This is an optimization exercise on Yosys and OpenROAD, whose aim is small area, a short achievable clock period and few clock cycles, not a production implementation. In this exercise RTL edits were held to simulation tests only and were not proved equivalent to the original. No activity file was given, so power comes from the tool's default toggle rates.

## plot_command_stream_parser_core
module plot_command_stream_parser_core (
  input  logic                                  clk,
  input  logic                                  rst,
  input  logic                                  psel,
  input  logic                                  penable,
  input  logic                                  pwrite,
  input  logic [pcsp_pkg::PADDR_BITS-1:0]        paddr,
  input  logic [pcsp_pkg::PDATA_BITS-1:0]        pwdata,
  output logic [pcsp_pkg::PDATA_BITS-1:0]        prdata,
  output logic                                  pready,
  input  logic                                  in_valid,
  output logic                                  in_stall,
  input  logic [7:0]                            ch,
  output logic                                  out_valid,
  input  logic                                  out_stall,
  output logic [1:0]                            event_res,
  output logic [pcsp_pkg::COORD_BITS-1:0]        x_from,
  output logic [pcsp_pkg::COORD_BITS-1:0]        y_from,
  output logic [pcsp_pkg::COORD_BITS-1:0]        x_to,
  output logic [pcsp_pkg::COORD_BITS-1:0]        y_to,
  output logic [6:0]                            code_number
);
clock: 11.0 ns
lec_check: 0
abc_area: 1
cap_margin: 20
core_margin: 2
core_utilization: 55
cts_buf_list: sky130_fd_sc_hd__clkbuf_8
cts_cluster_diameter: 60
cts_cluster_size: 20
slew_margin: 20
standard.sh (not shown) runs the stock make flow with config.mk's settings and CLKGATE_MAP_FILE= SYNTH_SCRIPT=/design/flow/synth_recipe.tcl, a recipe that flattens the netlist after the stock synthesis.
==> flow/flow/run.sh <==
#!/bin/bash
# The standard layout (standard.sh: the standard synthesis, floorplan, placement,
# CTS, routing) with two settings it does not expose: the port buffers are the
# smallest plain buffer, and timing repair aims at a setup slack of
# SETUP_SLACK_MARGIN ns at the design's clock period. make's output goes to
# flow_make.log; each ORFS step keeps its own log under orfs/logs.
set -euo pipefail
export SETUP_SLACK_MARGIN=6.2
export BUFFER_PORTS_ARGS="-buffer_cell sky130_fd_sc_hd__buf_1"
bash standard.sh > flow_make.log 2>&1
Testbench counts at the start, summed over its fixed seeds: cycles 24,064.
Edit:
--- a/flow/flow/run.sh
+++ b/flow/flow/run.sh
@@ -6,5 +6,5 @@
 # flow_make.log; each ORFS step keeps its own log under orfs/logs.
 set -euo pipefail
-export SETUP_SLACK_MARGIN=6.2
+export SETUP_SLACK_MARGIN=6.0
 export BUFFER_PORTS_ARGS="-buffer_cell sky130_fd_sc_hd__buf_1"
 bash standard.sh > flow_make.log 2>&1
Settings changed: CORE_UTILIZATION 55 to 70, CTS_CLUSTER_DIAMETER 60 to not set, CTS_CLUSTER_SIZE 20 to not set.
After rerunning: The new run completed with no timing, DRC or antenna violations; non-clock buffer count is lower by 26; die area is lower by 21%; routed wire length is lower by 0.65%; design area is lower by 1.1%; clock skew is lower by 0.011 ns; via count is higher by 3.8%; first-iteration DRC count is higher by 69%; cell count is lower by 2.2%; total power is higher by 6.3%; maximum frequency is lower by 1.3%; area after synthesis is unchanged.
Edit:
Settings changed: CORE_UTILIZATION 70 to 55, CTS_BUF_LIST sky130_fd_sc_hd__clkbuf_8 to sky130_fd_sc_hd__clkbuf_8 sky130_fd_sc_hd__clkbuf_16, CTS_CLUSTER_DIAMETER set to 60, CTS_CLUSTER_SIZE set to 20.
Result: The new run ran to the end with no violations. Critical path depth is unchanged. Via count falls by a few percent. Routed wire length falls slightly. Clock-buffer cell count falls by 28. Total power falls slightly. Core utilization falls by 17 points. Final area rises slightly. Maximum frequency rises slightly.
Edit:
Settings changed: CTS_BUF_LIST sky130_fd_sc_hd__clkbuf_8 sky130_fd_sc_hd__clkbuf_16 to sky130_fd_sc_hd__clkbuf_8, CTS_CLUSTER_DIAMETER 60 to not set, CTS_CLUSTER_SIZE 20 to not set.
After rerunning: The new run completed with no timing, DRC or antenna violations. Clock-buffer cell count is higher by 29. Wire length increases by about 0.5%. Clock power goes down by about 6%. Critical path depth does not change. Fmax stays flat. Via count came out higher by 0.60%. Non-clock buffer count goes down by 2. Total power came out lower by about 1.2%.
Edit:
Settings changed: CORE_UTILIZATION 55 to 75, CTS_CLUSTER_DIAMETER set to 60, CTS_CLUSTER_SIZE set to 20.
Routed wire length grows by about 7%; maximum frequency shrinks by 0.44%; count of clock-buffer cells in the layout shrinks by 31.
Edit:
Settings changed: CORE_UTILIZATION 75 to 55, CTS_CLUSTER_DIAMETER 60 to 45.
The new run went through all stages and came out clean.
First-iteration DRC count went down by 43%.
Combinational power went down by about 9%.
Clock skew barely changes.
Clock-buffer cell count went up by 14.
Sequential cell count stays the same.
Critical path depth is unchanged.
Cell area went up by 2.3%.

-- static timing again, ports no longer ideal --
The flow's constraints put no driver on any port. The routed layouts listed below were extracted and timed again, unchanged, in two steps.
Step 1 (the two cells are an assumption about what drives the block):
set clk [get_ports {clk}]
set_driving_cell -lib_cell sky130_fd_sc_hd__clkbuf_16 $clk
set_driving_cell -lib_cell sky130_fd_sc_hd__buf_2 [delete_from_list [all_inputs] $clk]
Step 2 moves the port delays by t, midway between the first and last clock arrival at a register: inputs arrive t later, outputs are due t later. That takes back most of the time a late clock gives input paths.
Slacks: ideal / step 1 / step 2; pairs: ideal / step 1.
| run | t, ns | slack for setup (ns) | hold slack, ns | pins driven straight from the clock port |
|---|---|---|---|---|
| the first run | 0.678 | 6.019 / 5.981 / 5.913 | 0.472 / 0.472 / 0.472 | 1 |
| the second run | 0.617 | 5.953 / 5.908 / 5.782 | 0.450 / 0.450 / 0.450 | 1 |
| the third run | 0.605 | 5.994 / 5.913 / 5.828 | 0.461 / 0.461 / 0.461 | 1 |
| the fourth run | 0.667 | 6.003 / 5.914 / 5.783 | 0.452 / 0.452 / 0.452 | 1 |
| the fifth run | 0.625 | 5.981 / 5.924 / 5.708 | 0.468 / 0.468 / 0.468 | 1 |
| the sixth run | 0.651 | 5.999 / 5.922 / 5.807 | 0.455 / 0.455 / 0.455 | 1 |
After both steps every run listed still meets setup and hold. The setup slack of the fifth run, which loses most, moves by -0.057 ns with the drivers and by -0.273 ns with both steps.
